This is an optimization exercise on Yosys and OpenROAD, whose aim is small area and a short achievable clock period, not a production implementation.
Function was checked by simulation only, so behaviour that the tests miss may differ from the original.
Power is estimated from default activity; no workload was simulated.

### flow/run.sh
#!/bin/bash
# synth_recipe.tcl (not shown) runs the flow's synth.tcl, then flattens the netlist and writes it again
# the make line also repeats each setting of config.mk as NAME=value (left out here)
make -C /OpenROAD-flow-scripts/flow DESIGN_CONFIG=/design/flow/config.mk WORK_HOME=/design/flow/orfs CLKGATE_MAP_FILE= SYNTH_SCRIPT=/design/flow/synth_recipe.tcl finish
### flow/config.mk
export PLATFORM = sky130hd
export DESIGN_NAME = dmem_responder
export DESIGN_NICKNAME = dmem_responder
export VERILOG_FILES = /design/flow/design.v
export SDC_FILE = /design/flow/constraint.sdc
export NUM_CORES = 4
export LEC_CHECK = 0
export CAP_MARGIN = 20
export CORE_MARGIN = 2
export CORE_UTILIZATION = 40
export SLEW_MARGIN = 20
### flow/constraint.sdc
create_clock -name core_clock -period 5.0 [get_ports {Clk}]
set_input_delay 1.0000 -clock core_clock [delete_from_list [all_inputs] [get_ports {Clk}]]
set_output_delay 1.0000 -clock core_clock [all_outputs]
set_load 0.01 [all_outputs]
### flow/design.v
module dmem_responder #(
  parameter int DEPTH       = 32,
  parameter int WAIT_CYCLES = 2
) (
  input  logic              Clk,
  input  logic              Rst,
  input  logic              reqValid,
  output logic              reqReady,
  input  logic              reqWrite,
  input  logic [63:0]       reqAddr,
  input  logic [1:0]        reqSize,
  input  logic [63:0]       reqWData,
  output logic              respValid,
  input  logic              respReady,
  output logic [63:0]       respRData,
  output logic              respErr,
  output logic [63:0]       dMemOut
);
  localparam int AW = (DEPTH > 1) ? $clog2(DEPTH) : 1;
  typedef enum logic [1:0] {IDLE, BUSY, RESP} state_t;
  state_t      state, state_next;
  logic [7:0]  cnt, cnt_next;
  logic [63:0] addr_q;
  logic [1:0]  size_q;
  logic        write_q;
  logic [63:0] wdata_q;
  logic [63:0] mem [DEPTH];
  logic [63:0] cur_addr;
  logic [1:0]  cur_size;
  logic        cur_write;
  logic [63:0] cur_wdata;
  logic        cur_err;
  logic [2:0]  align_mask;
  logic [63:0] size_mask;
  logic [63:0] lane_mask;
  logic [5:0]  lane_shift;
  logic [AW-1:0] word_idx;
  logic [63:0] old_word;
  logic [63:0] merged_word;
  logic [63:0] load_data;
  logic        accept;
  logic        enter_resp;
  logic        commit;
  assign reqReady  = (state == IDLE);
  assign respValid = (state == RESP);
  assign accept        = (state == IDLE) && reqValid;
  assign cur_addr  = (state == IDLE) ? reqAddr  : addr_q;
  assign cur_size  = (state == IDLE) ? reqSize  : size_q;
  assign cur_write = (state == IDLE) ? reqWrite : write_q;
  assign cur_wdata = (state == IDLE) ? reqWData : wdata_q;
  always_comb begin
    align_mask = 3'b000;
    size_mask  = 64'h0000_0000_0000_00FF;
    case (cur_size)
      2'b00: begin align_mask = 3'b000; size_mask = 64'h0000_0000_0000_00FF; end
      2'b01: begin align_mask = 3'b001; size_mask = 64'h0000_0000_0000_FFFF; end
      2'b10: begin align_mask = 3'b011; size_mask = 64'h0000_0000_FFFF_FFFF; end
      default: begin align_mask = 3'b111; size_mask = 64'hFFFF_FFFF_FFFF_FFFF; end
    endcase
  end
  assign cur_err = ((cur_addr[2:0] & align_mask) != 3'b000) ||
                   ({3'b000, cur_addr[63:3]} >= 64'(DEPTH));
  assign lane_shift  = {cur_addr[2:0], 3'b000};
  assign lane_mask   = size_mask << lane_shift;
  assign word_idx    = cur_addr[AW+2:3];
  assign old_word    = mem[word_idx];
  assign merged_word = (old_word & ~lane_mask) | ((cur_wdata << lane_shift) & lane_mask);
  assign load_data   = (old_word >> lane_shift) & size_mask;
  assign enter_resp = ((state == IDLE) && accept && (WAIT_CYCLES == 0)) ||
                      ((state == BUSY) && (cnt == 8'd0));
  assign commit     = enter_resp && cur_write && !cur_err && !Rst;
  always_comb begin
    state_next = state;
    cnt_next   = cnt;
    case (state)
      IDLE: begin
        if (accept) begin
          if (WAIT_CYCLES == 0) begin
            state_next = RESP;
          end else begin
            state_next = BUSY;
            cnt_next   = 8'(WAIT_CYCLES - 1);
          end
        end
      end
      BUSY: begin
        if (cnt == 8'd0) state_next = RESP;
        else             cnt_next   = cnt - 8'd1;
      end
      RESP: begin
        if (respReady) state_next = IDLE;
      end
      default: state_next = IDLE;
    endcase
  end
  always_ff @(posedge Clk or posedge Rst) begin
    if (Rst) begin
      state         <= IDLE;
      cnt           <= 8'd0;
      addr_q        <= 64'd0;
      size_q        <= 2'b00;
      write_q       <= 1'b0;
      wdata_q       <= 64'd0;
      respRData <= 64'd0;
      respErr   <= 1'b0;
      dMemOut       <= 64'd0;
    end else begin
      state <= state_next;
      cnt   <= cnt_next;
      if (accept) begin
        addr_q  <= reqAddr;
        size_q  <= reqSize;
        write_q <= reqWrite;
        wdata_q <= reqWData;
      end
      if (enter_resp) begin
        respErr   <= cur_err;
        respRData <= (cur_err || cur_write) ? 64'd0 : load_data;
        if (cur_write && !cur_err) dMemOut <= merged_word;
      end
    end
  end
  always_ff @(posedge Clk) begin
    if (commit) mem[word_idx] <= merged_word;
  end
endmodule
==> results of run 1 <==
[metal layers]
metal	share of wire (%)	track usage, %	vias to the layer above
met5	0.019	0	-
met4	4.1	9.73	8
met3	11	5.98	561
met2	44	39.6	3819
met1	41	37.6	30466
li1	-	-	24470
[kinds of logic after synthesis]
kind of cell	count (synthesis)
XOR/XNOR	6
flip-flops	2318
AO/OA/AOI/OAI	1781
multiplexers	217
buffers and inverters	413
adder cells (fa/ha/maj)	2
AND/OR/NAND/NOR	864
[state kept, by name, indices dropped and copies added, names as in the netlist]
| name | cells |
|---|---|
| mem | 2048 |
| wdata_q | 64 |
| respErr | 1 |
| addr_q | 64 |
| cnt | 8 |
| dMemOut | 64 |
| write_q | 1 |
| respRData | 64 |
| state | 2 |
| size_q | 2 |
[cells in the mapped netlist (all sizes together) (2+ instances only)]
master	instances	area, sq um
ha	2	25.0
dfrtp	270	6760
mux2	118	1330
a22o	330	2890
nor4	66	458
a21oi	297	1490
and3	9	56.3
nor3	6	41.3
or4	51	387
edfxtp	2048	61500
mux2i	99	991
nand2b	7	43.8
o21ai	98	517
nand2	479	1800
a221oi	313	2740
a41oi	7	61.3
o211ai	45	338
o21a	9	67.6
inv	4	15.0
or2	3	18.8
a31oi	19	119
a21o	9	67.6
xor2	4	35.0
and2	4	25.0
xnor2	2	17.5
o311ai	3	26.3
or4b	4	40.0
clkbuf	185	694
nor2	142	541
a2bb2oi	7	61.3
nor2b	43	269
a211oi	56	420
a22oi	426	3200
o22ai	158	988
nand4	11	68.8
buf	223	1190
nand3	35	180
[worst reg2reg max path: stages (launching register included)]
cell      delay [ns]
dfrtp_1         0.35
or2_4           0.31
clkinv_8        0.21
nor4_1          0.30
a22oi_1         0.12
or4_1           0.61
buf_4           0.18
buf_4           0.17
nor4b_2         1.04
buf_4           0.29
buf_12          0.20
mux2_2          0.43
[worst paths after layout]
kind | from | endpoint | slack, ns | depth (start not counted)
setup / recovery | reqAddr[10] | dMemOut[7] | 0.43 | 11
hold / removal | Rst | dMemOut[41] | 0.40 | 2
setup reg to reg | state[0] | dMemOut[7] | 0.66 | 11
hold reg to reg | addr_q[53] | addr_q[53] | 0.47 | 2
max in group asynchronous | Rst | dMemOut[5] | 2.71 | 4
min in group core_clock | addr_q[53] | addr_q[53] | 0.47 | 2
[final cells by class]
type	instances	area [sq um]	area share, %
Clock inverter	138	1450	1.32
Tap cell	2975	3720	3.38
Sequential cell	2318	68300	61.9
Timing Repair Buffer	981	10600	9.63
Antenna cell	3	7.51	0.00681
Multi-Input combinational cell	2870	20100	18.3
Clock buffer	292	6050	5.48
Inverter	5	35.0	0.0318
[power by group]
part | switching (mW) | internal, mW
Sequential | 0.523 | 31.4
Clock | 7.54 | 9.63
Combinational | 29.6 | 14.8
[stage by stage]
stage	power [mW]	util (%)	std cells	hold slack, ns	worst slack, ns
after floorplan	50.1	-	5601	0.437	-1.75
after global placement	74.8	46.2	9147	0.451	-0.387
after detailed placement	75.5	46.2	9147	0.457	-0.406
after CTS	92.5	49.6	9577	0.374	0.478
after global routing	96.0	49.6	9579	0.402	0.417
final	93.5	49.6	9582	0.398	0.429
[placed cells by master (no fill, tap or decap), drive strengths merged, types with 118 or more instances in the layout]
master and n:
clkbuf 294, a22oi 426, a22o 330, buf 715, o22ai 158, edfxtp 2048, clkdlybuf4s50 264, mux2 118
dfrtp 270, a21oi 297, nand2 479, nor2 142, a221oi 313
==> run notes, run 1 <==
* Status: complete, no violations
* Tcrit/Tclk final at 91.4%
* I/O pin count at 266
* Compound-Gate Fraction of Synth Area at 14.6%
* Port-buffer cells at 265
* CP max-delay cell: nor4b_2
* Fin area at 110,000 sq um
* Placed cell areas at 103,000 sq um
* Fmax at 219 MHz
* Crit end category: register
* Post-synth top flop: edfxtp_1
* Nets@finish at 6,540
* Worst path buffer plus inverter count at 5
* Yosys reg bits at 2,318
* Leak at 37.5 nW
* Clock root cell: clkbuf_16
* Fin Setup TNS at 0 ns
* YS warnings at 1
* Crit path kind: in -> reg
* Total number of vias at 59,324
* Cell repeated most along the worst path: buf_4
* Largest family of logic cells by synthesized area: compound AO/OA/AOI/OAI gates
* CP top delay family: simple AND/OR/NAND/NOR gates
* DIE AREA at 228,000 sq um
* Sequential cell area fraction in the yosys report at 76.2%
* Overflow after GRT at 0
* Clock sinks at 2,318
* 1st-iter DRT viols at 8,750
* Final ANT Viol Nets at 0
* Worst setup SP type: input port
* Post-CTS resize count at 0
* Hold Buf Count CTS at 0
* Final Hold Fails at 0
* All-Layer GR Usage at 26.4%
* Library cells used by synthesis at 60
* Routed vias/inst at 6.19
* # DRC at 0
* CTS buffer count at 227
* Post-Synth XOR/XNOR Area at 0.0587%
* H-tree Lvls at 4
* Worst EP arrival at 5.31 ns
* Area growth, synth to finish at 23.1%
* # fillers at 18,450
* Clock Path Buffers at 3
* Simple-Gate Fraction of Synth Area at 4.42%
* Required @ worst endpoint at 5.74 ns
* Least-Margin Pin Slew at 1.27 ns
* Post-synthesis adder-cell area fraction at 0.0279%
* Max-slew violations at 0
* Netlist Area Pre-Place at 89,600 sq um
* Worst Skew at 0.0434 ns
* Critical-path cell list: clkdlybuf4s50_1, or4_1, nor4_1, a22oi_1, or4_1, buf_4, buf_4, nor4b_2, buf_4, buf_12, mux2_2
* Worst VDD drop at 692 uV
* Largest net degree at the start of global routing at 124
* Vert. Die Dim at 477 um
* Core ar. at 223,000 sq um
* Initial DRT Pass Iterations at 6
* Mapped Cells at 5,601
* Max_cap viols at 0
* Clk latency of the worst-skew pair at 0.89 ns
* CTS tree: done
* Initial antenna violation count at 10
* Layout cells sized above 1 at 19.8%
* Std cell rows at 173
* Fin crit period at 4.57 ns
* Synthesized area per cell at 16.0 sq um
* Max-slew headroom at 15.1%
* Worst path max stage delay at 1.04 ns
* Initial core utilization at 40.3%
* CP Max Fanout at 19
* Hold Path Class: in -> async
* RSZ-0062 raised after global routing: false
* Final setup fails at 0
* Async S/R FF share, synth at 11.6%
* Number of global-route vias before repair at 57,076
* Clock-pin slew on the worst setup and hold paths at 0.06 ns
* Die width at 477 um
* Power Dens Cells at 847 nW/um^2
* Dpl hpwl at 203 mm
* Placer Congestion at 0.920
* Post-CTS Setup Inserts at 0
* First-pass GRT wire length at 435 mm
* EDFF count, synth at 2,048
* Syn Nets at 5,738
* Post-synthesis mux area share at 2.59%
* Final wirelength at 308 mm
* Avg WL per Cell at 32.2 um
==> run 2, diff against run 1 <==
==> flow/design.v (replaced) <==
module dmem_responder #(
  parameter int DEPTH       = 32,
  parameter int WAIT_CYCLES = 2
) (
  input  logic              Clk,
  input  logic              Rst,
  input  logic              reqValid,
  output logic              reqReady,
  input  logic              reqWrite,
  input  logic [63:0]       reqAddr,
  input  logic [1:0]        reqSize,
  input  logic [63:0]       reqWData,
  output logic              respValid,
  input  logic              respReady,
  output logic [63:0]       respRData,
  output logic              respErr,
  output logic [63:0]       dMemOut
);
  logic s_idle, s_w1, s_w2, s_resp;
  logic [2:0]  off_q;
  logic [4:0]  idx_q;
  logic [1:0]  size_q;
  logic        err_q;
  logic        st_ok_q;    
  logic        ld_ok_q;    
  logic [63:0] mem [DEPTH];
  assign reqReady  = s_idle;
  assign respValid = s_resp;
  assign respErr   = err_q;
  logic       req_err;
  logic [2:0] req_amask;
  always_comb begin
    case (reqSize)
      2'd0:    req_amask = 3'b000;
      2'd1:    req_amask = 3'b001;
      2'd2:    req_amask = 3'b011;
      default: req_amask = 3'b111;
    endcase
  end
  assign req_err = ((reqAddr[2:0] & req_amask) != 3'b000) || (reqAddr[63:8] != 56'd0);
  logic [63:0] wrep;
  always_comb begin
    for (int l = 0; l < 8; l++) begin
      case (reqSize)
        2'd0:    wrep[8*l +: 8] = reqWData[7:0];
        2'd1:    wrep[8*l +: 8] = reqWData[8*(l%2) +: 8];
        2'd2:    wrep[8*l +: 8] = reqWData[8*(l%4) +: 8];
        default: wrep[8*l +: 8] = reqWData[8*l +: 8];
      endcase
    end
  end
  logic [7:0] lmask;
  always_comb begin
    for (int l = 0; l < 8; l++) begin
      case (size_q)
        2'd0:    lmask[l] = st_ok_q & (3'(l) == off_q);
        2'd1:    lmask[l] = st_ok_q & (2'(l >> 1) == off_q[2:1]);
        2'd2:    lmask[l] = st_ok_q & (1'(l >> 2) == off_q[2]);
        default: lmask[l] = st_ok_q;
      endcase
    end
  end
  logic [63:0] ldata;
  logic [7:0]  b0, b1, b2, b3;
  always_comb begin
    b0 = respRData[8*off_q +: 8];
    b1 = respRData[8*{off_q[2:1], 1'b1} +: 8];
    b2 = respRData[8*{off_q[2], 2'b10} +: 8];
    b3 = respRData[8*{off_q[2], 2'b11} +: 8];
    ldata = {
      (size_q == 2'd3) ? respRData[63:32] : 32'd0,
      (size_q[1])      ? {b3, b2}        : 16'd0,
      (size_q != 2'd0) ? b1              : 8'd0,
      b0
    };
    if (!ld_ok_q) ldata = 64'd0;
  end
  logic [DEPTH-1:0] wsel;
  logic [63:0]      rword;
  always_comb
    for (int w = 0; w < DEPTH; w++) wsel[w] = (idx_q == 5'(w));
  for (genvar b = 0; b < 64; b++) begin : g_rd
    logic [DEPTH-1:0] col;
    for (genvar w = 0; w < DEPTH; w++) begin : g_col
      assign col[w] = mem[w][b];
    end
    dmem_rd_bit #(.N(DEPTH)) u_rd (.d(col), .sel(wsel), .q(rword[b]));
  end
  always_ff @(posedge Clk or posedge Rst) begin
    if (Rst) begin
      s_idle <= 1'b1;
      s_w1   <= 1'b0;
      s_w2   <= 1'b0;
      s_resp <= 1'b0;
    end else begin
      s_idle <= (s_idle & ~reqValid) | (s_resp & respReady);
      s_w1   <= s_idle & reqValid;
      s_w2   <= s_w1;
      s_resp <= s_w2 | (s_resp & ~respReady);
    end
  end
  always_ff @(posedge Clk) begin
    if (s_idle) begin
      off_q   <= reqAddr[2:0];
      idx_q   <= reqAddr[7:3];
      size_q  <= reqSize;
      err_q   <= req_err;
      st_ok_q <= reqWrite & ~req_err;
      ld_ok_q <= ~reqWrite & ~req_err;
    end
  end
  always_ff @(posedge Clk) begin
    if (s_idle) begin
      respRData <= wrep;
    end else if (s_w1) begin
      for (int l = 0; l < 8; l++)
        respRData[8*l +: 8] <= lmask[l] ? respRData[8*l +: 8] : rword[8*l +: 8];
    end else if (s_w2) begin
      respRData <= ldata;
    end
  end
  always_ff @(posedge Clk or posedge Rst) begin
    if (Rst)                    dMemOut <= 64'd0;
    else if (s_w2 && st_ok_q)   dMemOut <= respRData;
  end
  always_ff @(posedge Clk) begin
    if (s_w2 && st_ok_q) mem[idx_q] <= respRData;
  end
endmodule
module dmem_rd_bit #(
  parameter int N = 32
) (
  input  logic [N-1:0] d,
  input  logic [N-1:0] sel,
  output logic         q
);
  assign q = |(d & sel);
endmodule
--- a/flow/config.mk
+++ b/flow/config.mk
@@ -9,3 +9,5 @@
 export CORE_MARGIN = 2
 export CORE_UTILIZATION = 40
 export SLEW_MARGIN = 20
+export SYNTH_HIERARCHICAL = 1
+export SYNTH_MINIMUM_KEEP_SIZE = 0
==> run notes, run 2 <==
* Status: complete, no violations
* Largest register by flop count: mem
* Initial antenna violation count at 15 (+5)
* Tcrit/Tclk final at 75.4% (-16 points)
* EDFF count, synth at 2,125 (+3.8%)
* WHS at 0.503 ns (+0.106 ns)
* Hold Path Class: reg -> reg
* Count leader, synth: edfxtp_1
* Crit end category: register
* Clock Path Buffers at 3 (unchanged)
* Initial DRT Pass Iterations at 6 (unchanged)
* RSZ-0062 raised after global routing: false
* Cell taking the most area after synthesis: edfxtp_1
* Dpl hpwl at 153 mm (-24%)
* Total internal power at 31.2 mW (-44%)
* Sw Pwr at 9.83 mW (-74%)
* Most frequent cells in the layout: edfxtp_1, a22oi_1, clkdlybuf4s50_1, nand4_1, clkbuf_16
* Gate power share at 9.3% (-38 points)
* Clock sinks at 2,193 (-5.4%)
* Worst Hold Launch: dMemOut[11]
* Sequential cell area fraction in the yosys report at 82.5% (+6.3 points)
* Post-CTS resize count at 0 (unchanged)
* CP top delay family: simple AND/OR/NAND/NOR gates
* Most common cell after layout, fill and taps aside: edfxtp_1
* Routed vias/inst at 6.34 (+2.4%)
* Fmax at 265 MHz (+21%)
* CTS buffer count at 215 (-5.3%)
* CP Max Fanout at 38 (+19)
* Worst path max stage delay at 0.89 ns (-0.15 ns)
* Required @ worst endpoint at 5.72 ns (-0.02 ns)
* Library cells used by synthesis at 44 (-27%)
* Worst path buffer plus inverter count at 1 (-4)
* Max-slew violations at 0 (unchanged)
* Async S/R FF share, synth at 3.10% (-8.5 points)
* All-Layer GR Usage at 26.0% (-0.41 points)
* Cell repeated most along the worst path: a22oi_1
* Largest registers: mem (2048), dMemOut (64), respRData (64)
* Area growth, synth to finish at 18.9%
* First-pass GRT wire length at 369 mm (-15%)
* Pwr Total at 41.0 mW (-56%)
* Reg2reg end: respRData[7]
* Total number of vias at 47,870 (-19%)
* 1st-iter DRT viols at 7,118 (-19%)
* Nets@finish at 4,881 (-25%)
* Yosys reg bits at 2,193 (-5.4%)
* Syn Nets at 4,240 (-26%)
* Placed cell areas at 87,600 sq um (-15%)
* Port-buffer cells at 265 (unchanged)
* Area occupied by multi-input gates at 14,100 sq um (-30%)
* Avg WL per Cell at 35.6 um (+10%)
* DIE AREA at 202,000 sq um (-11%)
* Hold Path End: dMemOut[11]
* Synth top area cells: edfxtp_1, a22oi_1, dfrtp_1
* YS warnings at 7 (+6)
* CP max-delay cell: nor2_4
* Least-Margin Pin Slew at 1.20 ns (-0.0708 ns)
* Leak at 29.2 nW (-22%)
* Clock root cell: clkbuf_16
* Max_cap viols at 0 (unchanged)
* Final Core Density at 47.9% (-1.7 points)
* Final Hold Fails at 0 (unchanged)
* Initial core utilization at 40.2% (about the same)
* Worst reg2reg startpoint: idx_q[1]
* Fin area at 94,400 sq um (-14%)
* Worst VDD drop at 347 uV (-50%)
* Die width at 449 um (-5.8%)
* Std cell rows at 163 (-5.8%)
* Clock share of power at 38.2% (+20 points)
* FF-to-FF path depth at 9 (-2)
* H-tree Lvls at 4 (unchanged)
* Hold Buf Count CTS at 0 (unchanged)
* Netlist Area Pre-Place at 79,400 sq um (-11%)
* Mapped Cells at 4,100 (-27%)
* Post-CTS Setup Inserts at 0 (unchanged)
* Final ANT Viol Nets at 0 (unchanged)
* Net Sw Frac at 24.0% (-16 points)
* I/O pin count at 266 (unchanged)
* Vert. Die Dim at 449 um (-5.8%)
* Final setup fails at 0 (unchanged)
* Number of global-route vias before repair at 46,008 (-19%)
* Power Dens Cells at 434 nW/um^2 (-49%)
* Fin crit period at 3.77 ns (-0.803 ns)
* # DRC at 0 (unchanged)
* Largest net degree at the start of global routing at 65 (-48%)
* Register area at 65,500 sq um (-4.0%)
* # fillers at 16,340 (-11%)
* Post-synth top flop: edfxtp_1
* Core ar. at 197,000 sq um (-11%)
* Clk latency of the worst-skew pair at 0.90 ns (about the same)
* Hold path depth at 1
* Worst EP arrival at 4.49 ns (-0.82 ns)
* Critical-path cell list: nor2b_1, nand2_1, nor2_4, buf_4, a22oi_1, nand4_1, or4_1, a22oi_1, o21ai_0
* Final wirelength at 269 mm (-13%)
* Worst setup SP type: register
* CTS tree: done
* Post-synth top cells: edfxtp_1, a22oi_1, nand4_1, nor2_1, mux2_2
* Clock-pin slew on the worst setup and hold paths at 0.06 ns (about the same)
* Max FFs per register at 2,048 (unchanged)
* CP Launch Point: idx_q[1]
* Overflow after GRT at 0 (unchanged)
* Yosys top cell area share at 80.4% (+12 points)
* Crit path kind: reg -> reg
* Placer Congestion at 0.902 (-1.9%)
* Max-slew headroom at 19.6% (+4.5 points)
* Flop pwr share at 52.5% (+18 points)
* Worst Skew at 0.0781 ns (+0.0347 ns)
* Synthesized area per cell at 19.4 sq um (+21%)
* Layout cells sized above 1 at 15.0% (-4.8 points)
* Reg-to-reg slack, setup at 1.23 ns (+0.57 ns)
* Fin Setup TNS at 0 ns (unchanged)
[run 2: changes by cell type after synthesis, moves of 76 or more]
| cell | change |
|---|---|
| a22oi_1 | +558 |
| nand2_1 | -427 |
| a22o_1 | -306 |
| a221oi_1 | -305 |
| a21oi_1 | -258 |
| nand4_1 | +249 |
| dfrtp_1 | -203 |
| clkbuf_1 | -159 |
| o22ai_1 | -158 |
| buf_2 | -138 |
| edfxtp_1 | +77 |
| mux2i_1 | -76 |
[run 2: worst max path at each step]
stage	to	depth (start not counted)	slack (ns)
after floorplan	respRData[6]	8	0.04
after global placement	respRData[16]	7	0.73
after detailed placement	respRData[18]	7	0.77
after CTS	respRData[43]	2	1.26
after global routing	respRData[8]	9	1.16
final	respRData[7]	9	1.23
[run 2: cell families after synthesis]
| family | Yosys count | share of synthesized area [%] |
|---|---|---|
| DFF | 2193 | 82.5 |
| AOI/OAI and AO/OA | 1203 | 11.6 |
| and+or+nand+nor | 512 | 3.70 |
| muxes | 112 | 1.67 |
| buffers and inverters | 75 | 0.388 |
| adders and majority gates | 5 | 0.0788 |
[run 2: cell type report]
type | count | area share, %
sequential | 2193 | 69.4
multi-input combinational | 1832 | 14.9
clock buffer | 265 | 5.95
timing repair buffer | 474 | 4.84
tap | 2640 | 3.50
clock inverter | 124 | 1.29
inverter | 25 | 0.102
antenna | 1 | 0.00265
[run 2: per-stage QoR]
step                      std cells  setup WS [ns]
after global placement         7161          0.730
after floorplan                4100         0.0363
after detailed placement       7164          0.766
after global routing           7553           1.16
final                          7554           1.23
after CTS                      7553           1.26
[run 2: power groups by stage]
stage          combinational, mW  clock, mW  sequential (mW)
2_1_floorplan              0.958          0             22.3
3_3_place_gp                3.68          0             21.9
3_5_place_dp                3.74          0             21.9
4_1_cts                     3.75       15.8             21.5
5_1_grt                     3.95       16.5             21.6
6_report                    3.81       15.7             21.5
[run 2: per-layer routing]
metal,GRT usage (%),vias up,routed length (um)
met5,0,-,40
met4,13.7,6,16600
met3,5.96,692,28700
met2,40.8,3229,124000
met1,33.8,24807,99200
li1,-,19136,-
==> run 3, diff against run 2 <==
--- a/flow/design.v
+++ b/flow/design.v
@@ -16,6 +16,8 @@
   output logic              respErr,
   output logic [63:0]       dMemOut
 );
+  localparam int NS  = 32;   
+  localparam int GAP = 3;    
   logic s_idle, s_w1, s_w2, s_resp;
   logic [2:0]  off_q;
   logic [4:0]  idx_q;
@@ -23,12 +25,19 @@
   logic        err_q;
   logic        st_ok_q;    
   logic        ld_ok_q;    
-  logic [63:0] mem [DEPTH];
+  logic [NS-1:0] rsel_q;   
+  logic [4:0]  cnt;
+  logic [63:0] wb;
+  logic [4:0]  wb_idx;
+  logic        wb_pend;    
+  logic        commit;
   assign reqReady  = s_idle;
   assign respValid = s_resp;
   assign respErr   = err_q;
+  assign commit    = s_w2 & st_ok_q;
   logic       req_err;
   logic [2:0] req_amask;
+  logic [4:0] req_slot;
   always_comb begin
     case (reqSize)
       2'd0:    req_amask = 3'b000;
@@ -37,7 +46,8 @@
       default: req_amask = 3'b111;
     endcase
   end
-  assign req_err = ((reqAddr[2:0] & req_amask) != 3'b000) || (reqAddr[63:8] != 56'd0);
+  assign req_err  = ((reqAddr[2:0] & req_amask) != 3'b000) || (reqAddr[63:8] != 56'd0);
+  assign req_slot = reqAddr[7:3] + cnt + 5'd1;
   logic [63:0] wrep;
   always_comb begin
     for (int l = 0; l < 8; l++) begin
@@ -75,17 +85,38 @@
     };
     if (!ld_ok_q) ldata = 64'd0;
   end
-  logic [DEPTH-1:0] wsel;
-  logic [63:0]      rword;
-  always_comb
-    for (int w = 0; w < DEPTH; w++) wsel[w] = (idx_q == 5'(w));
+  logic [63:0] slot_q [NS];
+  logic [4:0]  wb_slot;    
+  logic        wb_hit;     
+  logic [NS-1:0] ins;
+  assign wb_slot = wb_idx + cnt + 5'd1;
+  always_comb begin
+    wb_hit = 1'b0;
+    for (int j = 0; j < NS; j++) begin
+      ins[j] = (j % GAP == 0) && wb_pend && (wb_slot == 5'(j));
+      wb_hit = wb_hit | ins[j];
+    end
+  end
+  for (genvar j = 0; j < NS; j++) begin : g_slot
+    logic [63:0] q;
+    if (j % GAP == 0) begin : g_ld
+      always_ff @(posedge Clk) q <= ins[j] ? wb : g_slot[(j + NS - 1) % NS].q;
+    end else begin : g_sh
+      always_ff @(posedge Clk) q <= g_slot[(j + NS - 1) % NS].q;
+    end
+    assign slot_q[j] = q;
+  end
+  logic [63:0] rraw, rword;
+  logic        fwd;
   for (genvar b = 0; b < 64; b++) begin : g_rd
-    logic [DEPTH-1:0] col;
-    for (genvar w = 0; w < DEPTH; w++) begin : g_col
-      assign col[w] = mem[w][b];
+    logic [NS-1:0] col;
+    for (genvar j = 0; j < NS; j++) begin : g_col
+      assign col[j] = slot_q[j][b];
     end
-    dmem_rd_bit #(.N(DEPTH)) u_rd (.d(col), .sel(wsel), .q(rword[b]));
+    dmem_rd_bit #(.N(NS)) u_rd (.d(col), .sel(rsel_q), .q(rraw[b]));
   end
+  assign fwd   = wb_pend & (wb_idx == idx_q);
+  assign rword = fwd ? wb : rraw;
   always_ff @(posedge Clk or posedge Rst) begin
     if (Rst) begin
       s_idle <= 1'b1;
@@ -110,6 +141,10 @@
     end
   end
   always_ff @(posedge Clk) begin
+    cnt <= cnt + 5'd1;
+    for (int j = 0; j < NS; j++) rsel_q[j] <= (req_slot == 5'(j));
+  end
+  always_ff @(posedge Clk) begin
     if (s_idle) begin
       respRData <= wrep;
     end else if (s_w1) begin
@@ -119,12 +154,16 @@
       respRData <= ldata;
     end
   end
+  always_ff @(posedge Clk) begin
+    if (commit) begin
+      wb     <= respRData;
+      wb_idx <= idx_q;
+    end
+    wb_pend <= commit | (wb_pend & ~wb_hit);
+  end
   always_ff @(posedge Clk or posedge Rst) begin
-    if (Rst)                    dMemOut <= 64'd0;
-    else if (s_w2 && st_ok_q)   dMemOut <= respRData;
-  end
-  always_ff @(posedge Clk) begin
-    if (s_w2 && st_ok_q) mem[idx_q] <= respRData;
+    if (Rst)         dMemOut <= 64'd0;
+    else if (commit) dMemOut <= respRData;
   end
 endmodule
 module dmem_rd_bit #(
==> run notes, run 3 <==
* Worst EP arrival at 4.58 ns (+0.09 ns)
* Final Hold Fails at 0 (unchanged)
* Final setup fails at 0 (unchanged)
* Async S/R FF share, synth at 2.96% (-0.14 points)
* Yosys reg bits at 2,300 (+4.9%)
* Critical-path cell list: inv_1, ha_1, fa_1, nand2b_4, a21oi_2, xnor2_2, nor2_1, nand3_4, buf_4, mux2_2
* Area growth, synth to finish at 19.1%
* Tcrit/Tclk final at 76.8% (+1.5 points)
* FF-to-FF path depth at 10 (+1)
* Netlist Area Pre-Place at 71,600 sq um (-9.8%)
* Clock-pin slew on the worst setup and hold paths at 0.07 ns (about the same)
* Max-slew violations at 0 (unchanged)
* Clk latency of the worst-skew pair at 0.89 ns (about the same)
* Post-synth top flop: dfxtp_1
* I/O pin count at 266 (unchanged)
* Largest register by flop count: g_slot.q
* EDFF count, synth at 146 (-93%)
* Vert. Die Dim at 427 um (-5.0%)
* Routed vias/inst at 6.05 (-4.5%)
* Largest net degree at the start of global routing at 77 (+18%)
* RSZ-0062 raised after global routing: false
* Worst path max stage delay at 0.60 ns (-0.29 ns)
* Fin Setup TNS at 0 ns (unchanged)
* Max FFs per register at 2,048 (unchanged)
* Leak at 32.5 nW (+11%)
* Worst VDD drop at 382 uV (+10%)
* Power Dens Cells at 496 nW/um^2 (+14%)
* Count leader, synth: dfxtp_1
* CTS tree: done
* Required @ worst endpoint at 5.73 ns (about the same)
* CP Launch Point: cnt[0]
* 1st-iter DRT viols at 5,595 (-21%)
* Synthesized area per cell at 13.9 sq um (-28%)
* Worst path buffer plus inverter count at 2 (+1)
* Placer Congestion at 1.01 (+12%)
* WP depth at 10 (+1)
* Port-buffer cells at 265 (unchanged)
* Nets@finish at 5,719 (+17%)
* Mapped Cells at 5,165 (+26%)
* Fin crit period at 3.84 ns (+0.0741 ns)
* H-tree Lvls at 4 (unchanged)
* First-pass GRT wire length at 377 mm (+2.0%)
* Final ANT Viol Nets at 0 (unchanged)
* Clock Path Buffers at 3 (unchanged)
* WHS at 0.322 ns (-0.181 ns)
* Cell taking the most area after synthesis: dfxtp_1
* Initial core utilization at 40.2% (-0.058 points)
* Initial DRT Pass Iterations at 6 (unchanged)
* Hold Buf Count CTS at 0 (unchanged)
* Post-synth top cells: dfxtp_1, a22oi_1, mux2_2, nand4_1, edfxtp_1
* Post-CTS resize count at 0 (unchanged)
* Worst setup SP type: register
* CP Max Fanout at 22 (-42%)
* Reg2reg end: g_slot[3].q[6]
* Number of global-route vias before repair at 49,354 (+7.3%)
* Yosys top cell area share at 58.3% (-22 points)
* CTS buffer count at 220 (+2.3%)
* Die width at 427 um (-5.0%)
* YS warnings at 8 (+1)
* CP top delay family: simple AND/OR/NAND/NOR gates
* Worst Skew at 0.0413 ns (-0.0368 ns)
* # DRC at 0 (unchanged)
* Status: complete, no violations
* Core ar. at 178,000 sq um (-9.6%)
* Max_cap viols at 0 (unchanged)
* Fmax at 260 MHz (-1.9%)
* CP max-delay cell: nand3_4
* Sequential cell area fraction in the yosys report at 66.8% (-16 points)
* Std cell rows at 155 (-4.9%)
* Total number of vias at 49,194 (+2.8%)
* Hold Path Class: reg -> reg
* Final wirelength at 274 mm (+1.9%)
* # fillers at 15,583 (-4.6%)
* Max-slew headroom at 23.3% (+3.6 points)
* Most frequent cells in the layout: dfxtp_1, a22oi_1, mux2_2, clkdlybuf4s50_1, nand4_1
* All-Layer GR Usage at 29.2% (+3.2 points)
* Worst reg2reg startpoint: cnt[0]
* Least-Margin Pin Slew at 1.15 ns (-0.0514 ns)
* Most common cell after layout, fill and taps aside: dfxtp_1
* Layout cells sized above 1 at 23.6% (+8.6 points)
* Crit path to: g_slot[3].q[6]
* Avg WL per Cell at 33.7 um (-5.3%)
* Crit path kind: reg -> reg
* DIE AREA at 182,000 sq um (-9.7%)
* Clock sinks at 2,300 (+4.9%)
* Crit end category: register
* Reg-to-reg slack, setup at 1.16 ns (-0.07 ns)
* Post-CTS Setup Inserts at 0 (unchanged)
* Dpl hpwl at 163 mm (+6.1%)
* Initial antenna violation count at 16 (+1)
* Library cells used by synthesis at 65 (+48%)
* Overflow after GRT at 0 (unchanged)
* Syn Nets at 5,315 (+25%)
* Clock root cell: clkbuf_16
* Synth top area cells: dfxtp_1, mux2_2, a22oi_1
-- run 3: cell types whose count changed after synthesis, sizes merged, moves of 25 or more --
cell and delta:
o22ai +25, nor2 -31, clkbuf +76, mux2i +67, edfxtp -1979, dfxtp +2086
buf +66, mux2 +696
-- run 3: stage by stage --
step	std cells	total power, mW	cell area, sq um	setup WS [ns]	util [%]
after floorplan	5165	22.8	71600	1.60	-
after global placement	7701	24.9	77500	1.24	43.5
after detailed placement	7701	25.0	77500	1.24	43.5
after CTS	8118	42.4	85300	1.22	47.9
after global routing	8123	43.4	85300	1.11	47.9
final	8126	42.3	85300	1.16	47.9
-- run 3: power by group --
group          internal [mW]  leakage [nW]  switching, mW
Sequential              20.3          19.2           1.37
Combinational           1.50          9.41           1.51
Clock                   10.2          3.84           7.46
-- run 3: cell families (layout without fill, tap and decap cells) --
| logic type | after synthesis | in the layout | share of synthesized area (%) |
|---|---|---|---|
| AO/OA/AOI/OAI | 1216 | 1216 | 13.0 |
| XOR/XNOR | 21 | 21 | 0.267 |
| adder cells (fa/ha/maj) | 15 | 15 | 0.283 |
| buffers and inverters | 211 | 810 | 1.47 |
| flip-flops | 2300 | 2300 | 66.8 |
| multiplexers | 875 | 875 | 13.7 |
| other | 0 | 7 | 0 |
| AND/OR/NAND/NOR | 527 | 527 | 4.42 |
-- run 3: final cells by class --
class | instances | area (sq um) | area share [%]
Multi-Input combinational cell | 2654 | 22800 | 26.7
Inverter | 19 | 77.6 | 0.0909
Tap cell | 2355 | 2950 | 3.45
Clock inverter | 100 | 1280 | 1.50
Clock buffer | 317 | 6520 | 7.64
Antenna cell | 7 | 17.5 | 0.0205
Sequential cell | 2300 | 48000 | 56.2
Timing Repair Buffer | 374 | 3710 | 4.35
-- run 3: how the worst min path moves through the flow --
stage / start / end / slack [ns] / cells past startpoint
finish: g_slot[30].q[51] / g_slot[31].q[51] / 0.32 / 0
global route: g_slot[15].q[11] / g_slot[16].q[11] / 0.32 / 0
CTS: g_slot[15].q[11] / g_slot[16].q[11] / 0.32 / 0
detailed placement: g_slot[1].q[34] / g_slot[2].q[34] / 0.34 / 0
global placement: g_slot[24].q[62] / g_slot[25].q[62] / 0.33 / 0
floorplan: g_slot[13].q[0] / g_slot[14].q[0] / 0.33 / 0
-- run 3: layer usage --
layer | up-vias | track usage [%] | share of wire (%)
met5 | - | 0 | 0.017
met4 | 6 | 19.2 | 7.5
met3 | 854 | 6.25 | 9.0
met2 | 2772 | 46.6 | 46
met1 | 24754 | 35.7 | 38
li1 | 20808 | - | -
==> run 4, diff against run 3 <==
--- a/flow/design.v
+++ b/flow/design.v
@@ -31,8 +31,9 @@
   logic [4:0]  wb_idx;
   logic        wb_pend;    
   logic        commit;
-  assign reqReady  = s_idle;
-  assign respValid = s_resp;
+  logic rdy_o, rv_o;
+  assign reqReady  = rdy_o;
+  assign respValid = rv_o;
   assign respErr   = err_q;
   assign commit    = s_w2 & st_ok_q;
   logic       req_err;
@@ -89,7 +90,6 @@
   logic [4:0]  wb_slot;    
   logic        wb_hit;     
   logic [NS-1:0] ins;
-  assign wb_slot = wb_idx + cnt + 5'd1;
   always_comb begin
     wb_hit = 1'b0;
     for (int j = 0; j < NS; j++) begin
@@ -113,7 +113,7 @@
     for (genvar j = 0; j < NS; j++) begin : g_col
       assign col[j] = slot_q[j][b];
     end
-    dmem_rd_bit #(.N(NS)) u_rd (.d(col), .sel(rsel_q), .q(rraw[b]));
+    dmem_rd_bit u_rd (.d(col), .sel(rsel_q), .q(rraw[b]));
   end
   assign fwd   = wb_pend & (wb_idx == idx_q);
   assign rword = fwd ? wb : rraw;
@@ -123,11 +123,15 @@
       s_w1   <= 1'b0;
       s_w2   <= 1'b0;
       s_resp <= 1'b0;
+      rdy_o  <= 1'b1;
+      rv_o   <= 1'b0;
     end else begin
       s_idle <= (s_idle & ~reqValid) | (s_resp & respReady);
       s_w1   <= s_idle & reqValid;
       s_w2   <= s_w1;
       s_resp <= s_w2 | (s_resp & ~respReady);
+      rdy_o  <= (s_idle & ~reqValid) | (s_resp & respReady);
+      rv_o   <= s_w2 | (s_resp & ~respReady);
     end
   end
   always_ff @(posedge Clk) begin
@@ -159,6 +163,7 @@
       wb     <= respRData;
       wb_idx <= idx_q;
     end
+    wb_slot <= (commit ? idx_q : wb_idx) + cnt + 5'd2;
     wb_pend <= commit | (wb_pend & ~wb_hit);
   end
   always_ff @(posedge Clk or posedge Rst) begin
@@ -166,12 +171,29 @@
     else if (commit) dMemOut <= respRData;
   end
 endmodule
-module dmem_rd_bit #(
-  parameter int N = 32
-) (
-  input  logic [N-1:0] d,
-  input  logic [N-1:0] sel,
-  output logic         q
+module dmem_rd_bit (
+  input  logic [31:0] d,
+  input  logic [31:0] sel,
+  output logic [0:0]  q
 );
-  assign q = |(d & sel);
+  logic [10:0] grp_n;
+  for (genvar g = 0; g < 10; g++) begin : g_grp
+    dmem_aoi222 u_aoi (.d(d[3*g +: 3]), .s(sel[3*g +: 3]), .y(grp_n[g]));
+  end
+  dmem_aoi22 u_aoi_last (.d(d[31:30]), .s(sel[31:30]), .y(grp_n[10]));
+  assign q = ~&grp_n;
 endmodule
+module dmem_aoi222 (
+  input  logic [2:0] d,
+  input  logic [2:0] s,
+  output logic       y
+);
+  assign y = ~|(d & s);
+endmodule
+module dmem_aoi22 (
+  input  logic [1:0] d,
+  input  logic [1:0] s,
+  output logic       y
+);
+  assign y = ~|(d & s);
+endmodule
--- a/flow/config.mk
+++ b/flow/config.mk
@@ -7,7 +7,10 @@
 export LEC_CHECK = 0
 export CAP_MARGIN = 20
 export CORE_MARGIN = 2
-export CORE_UTILIZATION = 40
+export CORE_UTILIZATION = 50
+export CTS_CLUSTER_DIAMETER = 50
+export CTS_CLUSTER_SIZE = 24
+export SETUP_SLACK_MARGIN = 2.5
 export SLEW_MARGIN = 20
 export SYNTH_HIERARCHICAL = 1
 export SYNTH_MINIMUM_KEEP_SIZE = 0
==> run notes, run 4 <==
* CTS buffer count at 162 (-26%)
* Final Hold Fails at 0 (unchanged)
* Worst reg2reg startpoint: rdy_o
* Worst path buffer plus inverter count at 2 (unchanged)
* Post-synth top flop: dfxtp_1
* Clock sinks at 2,305 (+0.22%)
* Leak at 33.0 nW (+1.5%)
* Fmax at 372 MHz (+43%)
* Crit path to: reqReady
* Worst path max stage delay at 0.65 ns (+0.05 ns)
* Placed cell areas at 76,000 sq um (-1.9%)
* Yosys reg bits at 2,305 (+0.22%)
* # DRC at 0 (unchanged)
* Max-slew headroom at 17.4% (-5.9 points)
* Reg2reg end: respRData[2]
* First-pass GRT wire length at 385 mm (+2.2%)
* H-tree Lvls at 4 (unchanged)
* Final Core Density at 60.3% (+12 points)
* Vert. Die Dim at 380 um (-11%)
* Crit path kind: reg -> out
* Std cell rows at 137 (-12%)
* Crit end category: output pin
* CP Max Fanout at 4 (-82%)
* Post-synth top cells: dfxtp_1, mux2_2, a222oi_1, nand3_1, nand4_1
* Synthesized area per cell at 14.3 sq um (+3.4%)
* Clock Path Buffers at 3 (unchanged)
* Simple-Gate Fraction of Synth Area at 4.96% (+0.55 points)
* Syn Nets at 5,078 (-4.5%)
* Largest net degree at the start of global routing at 69 (-10%)
* Worst VDD drop at 351 uV (-8.0%)
* Non-Filler Instances at 7,464 (-8.1%)
* Core ar. at 140,000 sq um (-22%)
* Register area at 48,000 sq um (+0.15%)
* Least-Margin Pin Slew at 1.23 ns (+0.0766 ns)
* Netlist Area Pre-Place at 70,700 sq um (-1.4%)
* Clock root cell: clkbuf_16
* Initial antenna violation count at 41 (+25)
* Max_cap viols at 0 (unchanged)
* Status: complete, no violations
* Die width at 380 um (-11%)
* Overflow after GRT at 0 (unchanged)
* Max-slew violations at 0 (unchanged)
* Pwr Total at 41.7 mW (-1.5%)
* FF-to-FF path depth at 8 (-2)
* Total number of vias at 51,332 (+4.3%)
* All-Layer GR Usage at 37.8% (+8.6 points)
* Max FFs per register at 2,048 (unchanged)
* CTS tree: done
* DIE AREA at 144,000 sq um (-21%)
* Most common cell after layout, fill and taps aside: dfxtp_1
* Final wirelength at 287 mm (+4.8%)
* Library cells used by synthesis at 68 (+4.6%)
* WHS at 0.330 ns (+0.00727 ns)
* Power Dens Cells at 495 nW/um^2 (-0.37%)
* Placer Congestion at 0.921 (-8.6%)
* Most frequent cells in the layout: dfxtp_1, mux2_2, a222oi_1, clkbuf_16, nand3_1
* # fillers at 10,994 (-29%)
* Compound-Gate Fraction of Synth Area at 11.8% (-1.2 points)
* Dpl hpwl at 151 mm (-7.0%)
* Initial DRT Pass Iterations at 12 (+6)
* Yosys top cell area share at 59.4% (+1.1 points)
* Worst Skew at 0.0398 ns (-0.00144 ns)
* Avg WL per Cell at 38.4 um (+14%)
* Number of global-route vias before repair at 48,292 (-2.2%)
* CP max-delay cell: dfstp_4
* Synth top area cells: dfxtp_1, mux2_2, a222oi_1
* Final setup fails at 0 (unchanged)
* RSZ-0062 raised after global routing: true
* Hold Buf Count CTS at 0 (unchanged)
* Count leader, synth: dfxtp_1
* Cell taking the most area after synthesis: dfxtp_1
* Layout cells sized above 1 at 29.4% (+5.8 points)
* Post-Synth XOR/XNOR Area at 0.223% (-0.044 points)
* Area growth, synth to finish at 19.4%
* Required @ worst endpoint at 4.00 ns (-1.73 ns)
* Setup ws final at 2.31 ns (+1.15 ns)
* Area occupied by multi-input gates at 22,100 sq um (-3.2%)
* Fin Setup TNS at 0 ns (unchanged)
* CP Launch Point: rdy_o
* Worst Hold Launch: g_slot[10].q[14]
* Clk latency of the worst-skew pair at 0.85 ns (-0.04 ns)
* 1st-iter DRT viols at 10,598 (+89%)
* Worst EP arrival at 1.69 ns (-2.89 ns)
* Hold Path Class: reg -> reg
* Reg-to-reg slack, setup at 2.40 ns (+1.24 ns)
* Post-synthesis adder-cell area fraction at 0.340% (+0.057 points)
* CP top delay family: flip-flops
* Worst setup SP type: register
* Fin area at 84,300 sq um (-1.1%)
* Largest register by flop count: g_slot.q
* Initial core utilization at 50.5% (+10 points)
* Tcrit/Tclk final at 53.8% (-23 points)
* Clock-pin slew on the worst setup and hold paths at 0.09 ns (+0.02 ns)
* Async S/R FF share, synth at 2.95% (-0.0064 points)
* Mapped Cells at 4,925 (-4.6%)
* Post-synthesis mux area share at 13.4% (-0.36 points)
* Sequential cell area fraction in the yosys report at 67.8% (+1.0 points)
* Largest family of logic cells by synthesized area: multiplexers
* EDFF count, synth at 141 (-3.4%)
* Dpl cells at 6,969 (-9.5%)
* Place WS at 1.31 ns (+0.0694 ns)
* Critical-path cell list: buf_12, buf_6
* Nets@finish at 5,588 (-2.3%)
* YS warnings at 8 (unchanged)
* WP depth at 2 (-8)
* I/O pin count at 266 (unchanged)
* Final ANT Viol Nets at 0 (unchanged)
* Port-buffer cells at 265 (unchanged)
* Fin crit period at 2.69 ns (-1.15 ns)
* Routed vias/inst at 6.88 (+14%)
## run 4: worst min path at each step
| stage | to | cells past startpoint |
|---|---|---|
| finish | g_slot[11].q[14] | 0 |
| floorplan | g_slot[10].q[0] | 0 |
| detailed placement | g_slot[19].q[54] | 0 |
| global placement | g_slot[22].q[28] | 0 |
| global route | g_slot[2].q[7] | 0 |
| CTS | g_slot[2].q[7] | 0 |
## run 4: modules after synthesis, one instance, submodules excluded
module	copies in the design	cell area, sq um
dmem_rd_bit	64	23.8
dmem_responder	1	61900
dmem_aoi22	64	12.5
dmem_aoi222	640	10.0
## run 4: metal layers
metal  wire (um)  up-vias  share of wire (%)  track usage (%)
met5         284        -              0.099            0.198
met4       15200       32                5.3             17.1
met3       40600      697                 14             11.3
met2      119000     3949                 41             53.9
met1      112000    25949                 39             52.8
li1            -    20705                  -                -
## run 4: kinds of logic (layout without fill, tap and decap cells)
family | count (synthesis) | count (layout)
compound gates | 873 | 873
xor+xnor | 18 | 18
fa+ha+maj | 18 | 18
buf+inv | 234 | 884
flops | 2305 | 2305
mux | 829 | 829
other cells | 0 | 11
simple gates | 648 | 650
## run 4: timing repair
action / 4_1_cts / 5_1_grt
gates cloned: 5 / 5
pin swaps: 7 / 9
resized for setup: 574 / 74
endpoints found under the setup margin: 705 / 464
hold endpoints to repair: 0 / 0
setup buffers: 108 / 60
## run 4: final cells by class
cell class | count | area share [%]
inverter | 23 | 0.136
clock buffer | 183 | 5.21
multi-input combinational | 2388 | 26.2
antenna | 11 | 0.0326
sequential | 2305 | 57.0
timing repair buffer | 555 | 6.90
tap | 1876 | 2.78
clock inverter | 123 | 1.82
## run 4: where the power goes
part | internal, mW | switching [mW] | leakage, nW
Clock | 7.14 | 7.55 | 2.87
Sequential | 21.2 | 1.69 | 19.1
Combinational | 1.86 | 2.27 | 10.9
Total | 30.2 | 11.5 | 33.0
==> run 5, diff against run 4 <==
==> flow/flow/run.sh (new file) <==
#!/bin/bash
# The standard layout (standard.sh), with two changes to how it is made:
#  - every port still gets its own buffer, but a plain buf_2 instead of the
#    delay-cell buffer buffer_ports picks by default;
#  - clock tree synthesis adds no dummy loads.
# Each tool's output goes to standard.log (and ORFS's own logs under orfs/).
set -o pipefail
cd "$(dirname "$0")/.."
export BUFFER_PORTS_ARGS="-buffer_cell sky130_fd_sc_hd__buf_2"
export CTS_ARGS="-sink_clustering_enable -repair_clock_nets -dont_use_dummy_load -sink_clustering_size 24 -sink_clustering_max_diameter 50"
bash standard.sh > standard.log 2>&1
==> flow/standard.sh (new file) <==
#!/bin/bash
# synth_recipe.tcl (not shown) runs the flow's synth.tcl, then flattens the netlist and writes it again
# the make line also repeats each setting of config.mk as NAME=value (left out here)
make -C /OpenROAD-flow-scripts/flow DESIGN_CONFIG=/design/flow/config.mk WORK_HOME=/design/flow/orfs CLKGATE_MAP_FILE= SYNTH_SCRIPT=/design/flow/synth_recipe.tcl "${@:-finish}"
removed: flow/run.sh
==> run notes, run 5 <==
* Status: complete, no violations
* Final wirelength at 298 mm (+3.8%)
* Vert. Die Dim at 380 um (unchanged)
* Nets@finish at 5,615 (+0.48%)
* I/O pin count at 266 (unchanged)
* Area occupied by multi-input gates at 22,100 sq um (+0.19%)
* # DRC at 0 (unchanged)
* Post-synth top cells: dfxtp_1, mux2_2, a222oi_1, nand3_1, nand4_1
* Worst Skew at 0.0588 ns (+0.0190 ns)
* Leak at 32.2 nW (-2.2%)
* Port-buffer cells at 265 (unchanged)
* Fin area at 82,000 sq um (-2.8%)
* Die width at 380 um (unchanged)
* Tcrit/Tclk final at 55.4% (+1.6 points)
* Fin crit period at 2.77 ns (+0.0776 ns)
* Syn Nets at 5,078 (unchanged)
* Compound-Gate Fraction of Synth Area at 11.8% (unchanged)
* First-pass GRT wire length at 391 mm (+1.5%)
* YS warnings at 8 (unchanged)
* Fin Setup TNS at 0 ns (unchanged)
* Synth top area cells: dfxtp_1, mux2_2, a222oi_1
* Initial core utilization at 50.5% (unchanged)
* Area growth, synth to finish at 16.0%
* Yosys reg bits at 2,305 (unchanged)
* Yosys top cell area share at 59.4% (unchanged)
* Avg WL per Cell at 40.4 um (+5.1%)
* Mapped Cells at 4,925 (unchanged)
* Register area at 48,000 sq um (about the same)
* DIE AREA at 144,000 sq um (unchanged)
* Clock sinks at 2,305 (unchanged)
* Netlist Area Pre-Place at 70,700 sq um (unchanged)
* Std cell rows at 137 (unchanged)
* Clock root cell: clkbuf_16
* Placed cell areas at 74,500 sq um (-2.0%)
* RSZ-0062 raised after global routing: true
* Placer Congestion at 0.948 (+2.9%)
* Fmax at 361 MHz (-2.8%)
* All-Layer GR Usage at 38.8% (+0.99 points)
* Synthesized area per cell at 14.3 sq um (unchanged)
* Non-Filler Instances at 7,367 (-1.3%)
* Crit path kind: reg -> reg
* Required @ worst endpoint at 5.68 ns (+1.68 ns)
* Largest family of logic cells by synthesized area: multiplexers
* Core ar. at 140,000 sq um (unchanged)
* Least-Margin Pin Slew at 1.02 ns (-0.205 ns)
* Worst EP arrival at 3.44 ns (+1.75 ns)
* CP Max Fanout at 45 (+41)
* Count leader, synth: dfxtp_1
* Library cells used by synthesis at 68 (unchanged)
* Post-synth top flop: dfxtp_1
* Max FFs per register at 2,048 (unchanged)
* Max-slew violations at 0 (unchanged)
* # fillers at 11,123 (+1.2%)
* Dpl hpwl at 148 mm (-2.4%)
* Clock-pin slew on the worst setup and hold paths at 0.07 ns (-0.02 ns)
* Final setup fails at 0 (unchanged)
* Largest net degree at the start of global routing at 65 (-5.8%)
* Sequential cell area fraction in the yosys report at 67.8% (unchanged)
* Final ANT Viol Nets at 0 (unchanged)
* Async S/R FF share, synth at 2.95% (unchanged)
* Layout cells sized above 1 at 30.7% (+1.3 points)
* Initial antenna violation count at 52 (+27%)
* Simple-Gate Fraction of Synth Area at 4.96% (unchanged)
* Total number of vias at 52,208 (+1.7%)
* Most frequent cells in the layout: dfxtp_1, mux2_2, a222oi_1, buf_2, buf_4
* Dpl cells at 6,943 (-0.37%)
* Worst setup SP type: register
* Overflow after GRT at 0 (unchanged)
* Crit end category: register
* Clock Path Buffers at 3 (unchanged)
* Final Hold Fails at 0 (unchanged)
* Largest register by flop count: g_slot.q
* Routed vias/inst at 7.09 (+3.0%)
* Post-synthesis adder-cell area fraction at 0.340% (unchanged)
* Cell taking the most area after synthesis: dfxtp_1
* Post-Synth XOR/XNOR Area at 0.223% (unchanged)
* Worst VDD drop at 280 uV (-20%)
* CTS buffer count at 163 (+0.62%)
* Most common cell after layout, fill and taps aside: dfxtp_1
* CTS tree: done
* Number of global-route vias before repair at 48,026 (-0.55%)
* H-tree Lvls at 4 (unchanged)
* Max-slew headroom at 31.2% (+14 points)
* Hold Path Class: in -> async
* Max_cap viols at 0 (unchanged)
* Final Core Density at 58.6% (-1.7 points)
* Clk latency of the worst-skew pair at 0.83 ns (-0.02 ns)
* Power Dens Cells at 474 nW/um^2 (-4.1%)
* EDFF count, synth at 141 (unchanged)
* 1st-iter DRT viols at 11,010 (+3.9%)
* Initial DRT Pass Iterations at 11 (-1)
* Post-synthesis mux area share at 13.4% (unchanged)
[run 5: metal layers]
layer	vias to the layer above	routed length [um]	global-route usage (%)
li1	20598	-	-
met3	913	48100	14.7
met5	-	435	0.761
met1	26306	113000	53.7
met4	28	17900	18.9
met2	4363	118000	52.9
[run 5: cell families (layout without fill, tap and decap cells)]
family	count (synthesis)	after routing
XOR/XNOR	18	18
buffers and inverters	234	761
multiplexers	829	829
AND/OR/NAND/NOR	648	656
AO/OA/AOI/OAI	873	873
flip-flops	2305	2305
adder cells (fa/ha/maj)	18	18
other	0	31
[run 5: what timing repair did]
item	4_1_cts	5_1_grt
cloned	7	5
setup endpoints to repair	585	158
hold buffers	0	0
pin swaps	9	24
setup buffers	133	85
resized for setup	94	72
[run 5: Yosys stat by module, one instance, submodules excluded]
| module | flip-flops and latches | cells |
|---|---|---|
| dmem_aoi22 | 0 | 1 |
| dmem_aoi222 | 0 | 1 |
| dmem_responder | 2305 | 3965 |
| dmem_rd_bit | 0 | 4 |
[run 5: power breakdown]
| group | internal [mW] | total, mW | switching [mW] |
|---|---|---|---|
| Clock | 5.75 | 11.9 | 6.12 |
| Combinational | 1.73 | 4.07 | 2.34 |
| Sequential | 21.2 | 22.9 | 1.72 |
| Total | 28.7 | 38.9 | 10.2 |
[run 5: cell type report]
class / instances / share of cell area [%]
sequential: 2305 / 58.6
multi-input combinational: 2394 / 27.0
timing repair buffer: 575 / 6.38
clock buffer: 163 / 4.98
tap: 1876 / 2.86
inverter: 23 / 0.140
antenna: 31 / 0.0946
[run 5: final timing paths]
kind | startpoint | end | slack (ns) | depth (start not counted)
setup reg to reg | wb_slot[4] | g_slot[21].q[39] | 2.23 | 4
hold / removal | Rst | dMemOut[0] | 0.28 | 2
hold reg to reg | g_slot[10].q[40] | g_slot[11].q[40] | 0.30 | 0
min in group core_clock | g_slot[10].q[40] | g_slot[11].q[40] | 0.30 | 0
max in group asynchronous | Rst | dMemOut[36] | 3.68 | 3
setup / recovery | wb_slot[4] | g_slot[21].q[39] | 2.23 | 4
[run 5: worst max-delay path: stages, from the launching register on]
cell and delay, ns:
dfxtp_1 0.87, and2b_2 0.43, nand4_4 0.45, buf_12 0.43
mux2_2 0.37
[run 5: per-stage QoR]
step                setup slack, ns  hold WS (ns)  power [mW]
finish                         2.23         0.281        38.9
global route                   2.32         0.306        39.9
CTS                            2.13         0.248        38.5
detailed placement             1.57         0.335        26.4
global placement               1.60         0.332        26.3
floorplan                      2.45         0.330        24.5
==> run 6, diff against run 5 <==
--- a/flow/design.v
+++ b/flow/design.v
@@ -31,9 +31,10 @@
   logic [4:0]  wb_idx;
   logic        wb_pend;    
   logic        commit;
-  logic rdy_o, rv_o;
-  assign reqReady  = rdy_o;
+  logic busy_o, rv_o;
+  assign reqReady  = ~busy_o;
   assign respValid = rv_o;
+  logic [63:0] rw;         
   assign respErr   = err_q;
   assign commit    = s_w2 & st_ok_q;
   logic       req_err;
@@ -74,12 +75,12 @@
   logic [63:0] ldata;
   logic [7:0]  b0, b1, b2, b3;
   always_comb begin
-    b0 = respRData[8*off_q +: 8];
-    b1 = respRData[8*{off_q[2:1], 1'b1} +: 8];
-    b2 = respRData[8*{off_q[2], 2'b10} +: 8];
-    b3 = respRData[8*{off_q[2], 2'b11} +: 8];
+    b0 = rw[8*off_q +: 8];
+    b1 = rw[8*{off_q[2:1], 1'b1} +: 8];
+    b2 = rw[8*{off_q[2], 2'b10} +: 8];
+    b3 = rw[8*{off_q[2], 2'b11} +: 8];
     ldata = {
-      (size_q == 2'd3) ? respRData[63:32] : 32'd0,
+      (size_q == 2'd3) ? rw[63:32] : 32'd0,
       (size_q[1])      ? {b3, b2}        : 16'd0,
       (size_q != 2'd0) ? b1              : 8'd0,
       b0
@@ -123,15 +124,15 @@
       s_w1   <= 1'b0;
       s_w2   <= 1'b0;
       s_resp <= 1'b0;
-      rdy_o  <= 1'b1;
+      busy_o <= 1'b0;
       rv_o   <= 1'b0;
     end else begin
       s_idle <= (s_idle & ~reqValid) | (s_resp & respReady);
       s_w1   <= s_idle & reqValid;
       s_w2   <= s_w1;
       s_resp <= s_w2 | (s_resp & ~respReady);
-      rdy_o  <= (s_idle & ~reqValid) | (s_resp & respReady);
-      rv_o   <= s_w2 | (s_resp & ~respReady);
+      busy_o <= (~busy_o & reqValid) | (busy_o & ~(rv_o & respReady));
+      rv_o   <= s_w2 | (rv_o & ~respReady);
     end
   end
   always_ff @(posedge Clk) begin
@@ -150,17 +151,18 @@
   end
   always_ff @(posedge Clk) begin
     if (s_idle) begin
-      respRData <= wrep;
-    end else if (s_w1) begin
+      rw <= wrep;
+    end else begin
       for (int l = 0; l < 8; l++)
-        respRData[8*l +: 8] <= lmask[l] ? respRData[8*l +: 8] : rword[8*l +: 8];
-    end else if (s_w2) begin
-      respRData <= ldata;
-    end
+        rw[8*l +: 8] <= lmask[l] ? rw[8*l +: 8] : rword[8*l +: 8];
+    end
+  end
+  always_ff @(posedge Clk) begin
+    if (s_w2) respRData <= ldata;
   end
   always_ff @(posedge Clk) begin
     if (commit) begin
-      wb     <= respRData;
+      wb     <= rw;
       wb_idx <= idx_q;
     end
     wb_slot <= (commit ? idx_q : wb_idx) + cnt + 5'd2;
@@ -168,7 +170,7 @@
   end
   always_ff @(posedge Clk or posedge Rst) begin
     if (Rst)         dMemOut <= 64'd0;
-    else if (commit) dMemOut <= respRData;
+    else if (commit) dMemOut <= rw;
   end
 endmodule
 module dmem_rd_bit (
==> flow/run.sh (new file) <==
#!/bin/bash
# synth_recipe.tcl (not shown) runs the flow's synth.tcl, then flattens the netlist and writes it again
# the make line also repeats each setting of config.mk as NAME=value (left out here)
make -C /OpenROAD-flow-scripts/flow DESIGN_CONFIG=/design/flow/config.mk WORK_HOME=/design/flow/orfs CLKGATE_MAP_FILE= SYNTH_SCRIPT=/design/flow/synth_recipe.tcl finish
removed: flow/flow/run.sh
removed: flow/standard.sh
==> run notes, run 6 <==
* Status: complete, no violations
* DIE AREA at 148,000 sq um (+2.4%)
* Clk latency of the worst-skew pair at 0.83 ns (about the same)
* Clock root cell: clkbuf_16
* Clock share of power at 34.2% (+3.7 points)
* Crit end category: register
* Dpl hpwl at 155 mm (+5.1%)
* Final setup fails at 0 (unchanged)
* EDFF count, synth at 205 (+45%)
* First-pass GRT wire length at 378 mm (-3.4%)
* All-Layer GR Usage at 36.5% (-2.3 points)
* Clock-pin slew on the worst setup and hold paths at 0.09 ns (+0.02 ns)
* Final wirelength at 281 mm (-5.5%)
* Max FFs per register at 2,048 (unchanged)
* Syn Nets at 5,073 (-0.098%)
* Area occupied by multi-input gates at 21,800 sq um (-1.3%)
* H-tree Lvls at 4 (unchanged)
* Grt met3 use at 11.5% (-3.2 points)
* Fmax at 378 MHz (+4.7%)
* Max-slew violations at 0 (unchanged)
* Initial DRT Pass Iterations at 24 (+13)
* Clock Path Buffers at 3 (unchanged)
* Total number of vias at 50,230 (-3.8%)
* Most common cell after layout, fill and taps aside: dfxtp_1
* Total internal power at 31.3 mW (+9.2%)
* Net Sw Frac at 27.5% (+1.3 points)
* Placer Congestion at 0.918 (-3.2%)
* I/O pin count at 266 (unchanged)
* CTS tree: done
* Fin Setup TNS at 0 ns (unchanged)
* Vert. Die Dim at 385 um (+1.2%)
* Sw Pwr at 11.9 mW (+17%)
* Pwr Total at 43.3 mW (+11%)
* Sequential cell area fraction in the yosys report at 68.9% (+1.1 points)
* Final Core Density at 58.8% (+0.17 points)
* Library cells used by synthesis at 54 (-21%)
* Core ar. at 144,000 sq um (+2.7%)
* Yosys reg bits at 2,371 (+2.9%)
* Post-synth top flop: dfxtp_1
* Worst Skew at 0.0301 ns (-0.0287 ns)
* Worst EP arrival at 3.35 ns (-0.09 ns)
* Register area at 50,000 sq um (+4.1%)
* Number of global-route vias before repair at 48,116 (+0.19%)
* Max-slew headroom at 24.6% (-6.6 points)
* Largest register by flop count: g_slot.q
* Die width at 385 um (+1.2%)
* Clock sinks at 2,371 (+2.9%)
* Netlist Area Pre-Place at 72,400 sq um (+2.5%)
* Global routing usage on met2 at 51.0% (-1.9 points)
* Power Dens Cells at 512 nW/um^2 (+8.0%)
* Post-synth top cells: dfxtp_1, mux2_2, a222oi_1, edfxtp_1, nand4_1
* Gate power share at 8.6% (-1.9 points)
* Overflow after GRT at 0 (unchanged)
* Fin crit period at 2.64 ns (-0.124 ns)
* Leak at 32.9 nW (+2.1%)
* Worst VDD drop at 394 uV (+41%)
* WHS at 0.326 ns (+0.0441 ns)
* CP max-delay cell: nor2_2
* Top Usage Layer GRT: met1
* Mapped Cells at 4,920 (-0.10%)
* Least-Margin Pin Slew at 1.10 ns (+0.0767 ns)
* Synthesized area per cell at 14.7 sq um (+2.6%)
* Layout cells sized above 1 at 26.6% (-4.1 points)
* Required @ worst endpoint at 5.70 ns (+0.02 ns)
* CTS buffer count at 165 (+1.2%)
* Max_cap viols at 0 (unchanged)
* Cell taking the most area after synthesis: dfxtp_1
* # DRC at 0 (unchanged)
* Tcrit/Tclk final at 52.9% (-2.5 points)
* Initial core utilization at 50.4% (-0.12 points)
* Critical-path cell list: nor2_2, nand4_4, buf_12, mux2_1
* Synth top area cells: dfxtp_1, mux2_2, a222oi_1
* YS warnings at 8 (unchanged)
* Nets@finish at 5,447 (-3.0%)
* Avg WL per Cell at 38.3 um (-5.2%)
* Yosys top cell area share at 58.0% (-1.4 points)
* Final ANT Viol Nets at 0 (unchanged)
* Area growth, synth to finish at 16.6%
* Routed vias/inst at 6.84 (-3.5%)
* Flop pwr share at 57.2% (-1.8 points)
* Count leader, synth: dfxtp_1
* Initial antenna violation count at 15 (-71%)
* RSZ-0062 raised after global routing: true
* # fillers at 11,496 (+3.4%)
* Worst path max stage delay at 0.65 ns (-0.22 ns)
* Most frequent cells in the layout: dfxtp_1, mux2_2, a222oi_1, edfxtp_1, clkbuf_16
* Std cell rows at 139 (+1.5%)
* 1st-iter DRT viols at 9,898 (-10%)
* Reg-to-reg slack, setup at 2.36 ns (+0.12 ns)
* Hold Path Class: reg -> reg
* Met1 Use GR at 52.1% (-1.5 points)
* Async S/R FF share, synth at 2.95% (about the same)
* Crit path kind: reg -> reg
* Port-buffer cells at 265 (unchanged)
* Final Hold Fails at 0 (unchanged)
* Largest net degree at the start of global routing at 100 (+54%)
* CP Max Fanout at 52 (+16%)
* Worst setup SP type: register
## run 6: final cells by class
class	instances	share of cell area, %
Antenna cell	12	0.0356
Clock buffer	193	5.41
Clock inverter	110	1.61
Inverter	22	0.116
Multi-Input combinational cell	2329	25.8
Sequential cell	2371	59.2
Tap cell	1903	2.82
Timing Repair Buffer	404	4.93
Timing Repair inverter	1	0.00889
## run 6: logic make-up after synthesis
kind of cell             after synthesis  synth area share [%]
flip-flops                          2371                  68.9
AO/OA/AOI/OAI                        918                  11.9
multiplexers                         841                  13.1
AND/OR/NAND/NOR                      529                  4.04
buffers and inverters                225                  1.53
XOR/XNOR                              18                 0.218
adder cells (fa/ha/maj)               18                 0.332
## run 6: final timing paths
| path | start | depth (start not counted) | end |
|---|---|---|---|
| max | wb_slot[3] | 4 | g_slot[3].q[10] |
| min | g_slot[1].q[52] | 0 | g_slot[2].q[52] |
| max reg2reg | wb_slot[3] | 4 | g_slot[3].q[10] |
| min reg2reg | g_slot[1].q[52] | 0 | g_slot[2].q[52] |
| max in group asynchronous | Rst | 3 | dMemOut[29] |
| min in group asynchronous | Rst | 2 | dMemOut[62] |
## run 6: per-layer routing
layer / wire (um) / share of wire [%]
met1: 112000 / 40
met2: 114000 / 41
met3: 41600 / 15
met4: 13500 / 4.8
met5: 116 / 0.041
## run 6: power groups by stage
stage / combinational (mW) / clock, mW / sequential (mW)
global route: 3.90 / 15.6 / 24.9
CTS: 3.56 / 14.9 / 24.6
finish: 3.74 / 14.8 / 24.7
global placement: 3.47 / 0 / 24.9
floorplan: 1.91 / 0 / 24.0
detailed placement: 3.50 / 0 / 24.9
## run 6: per-module statistics from Yosys (local to each module, per instance)
| module | flops+latches | cell area, sq um | times used | cells inside |
|---|---|---|---|---|
| dmem_responder | 2371 | 63700 | 1 | 3960 |
| dmem_rd_bit | 0 | 23.8 | 64 | 4 |
| dmem_aoi22 | 0 | 12.5 | 64 | 1 |
| dmem_aoi222 | 0 | 10.0 | 640 | 1 |
## run 6: stage by stage
| stage | area (sq um) | instances | worst slack [ns] |
|---|---|---|---|
| 6_report | 84400 | 7345 | 2.36 |
| 5_1_grt | 84400 | 7333 | 2.39 |
| 4_1_cts | 83800 | 7307 | 2.10 |
| 3_5_place_dp | 77400 | 6971 | 1.24 |
| 3_3_place_gp | 77400 | 6971 | 1.28 |
| 2_1_floorplan | 72500 | 4920 | 1.90 |
## run 6: critical path, delay by kind of cell (launching register included)
kind / cells / cell delay [ns]
buf+inv: 1 / 0.48
mux: 1 / 0.39
simple gates: 2 / 1.19
flops: 1 / 0.40
## run 6: what timing repair did
item,CTS,global route
cloned,6,2
setup endpoints to repair,885,408
buffers inserted,27,24
resized for setup,510,58
pin swaps,9,9
hold buffers,0,0

## port drivers added, routing unchanged
How much do the figures lean on ideal ports? The routed layouts below were timed once more, with nothing changed but the port constraints.
Step 1: set_driving_cell puts a clkbuf_16 on Clk and a buf_2 on each other input, an assumption about the parent block.
Step 2 times the ports against the registers' clock, not the clock port: input delays grow and output delays shrink by t, the midpoint of the rising clock arrivals with the driver on.
Slacks: ideal ports / drivers / drivers and shift; pairs: ideal ports / drivers.
run	t (ns)	setup WS [ns]	worst setup path after step 2	latest minus earliest clock arrival (ns)	cell pins on the clock port's net
run 1	0.949	0.429 / 0.482 / -0.467	input to register	0.046 / 0.046	1
run 2	0.945	1.232 / 1.232 / 1.046	input to register	0.089 / 0.089	1
run 3	0.941	1.158 / 1.158 / 1.158	register to register	0.050 / 0.050	1
run 4	0.908	2.309 / 2.231 / 1.628	input to register	0.040 / 0.040	1
run 5	0.886	2.232 / 2.232 / 1.589	input to register	0.082 / 0.082	1
run 6	0.901	2.356 / 2.356 / 1.784	input to register	0.034 / 0.035	1
Met with ideal ports but missed after step 2: setup timing in run 1. For run 1, which loses most, drivers alone change the setup slack by +0.053 ns; drivers and shift together by -0.896 ns.
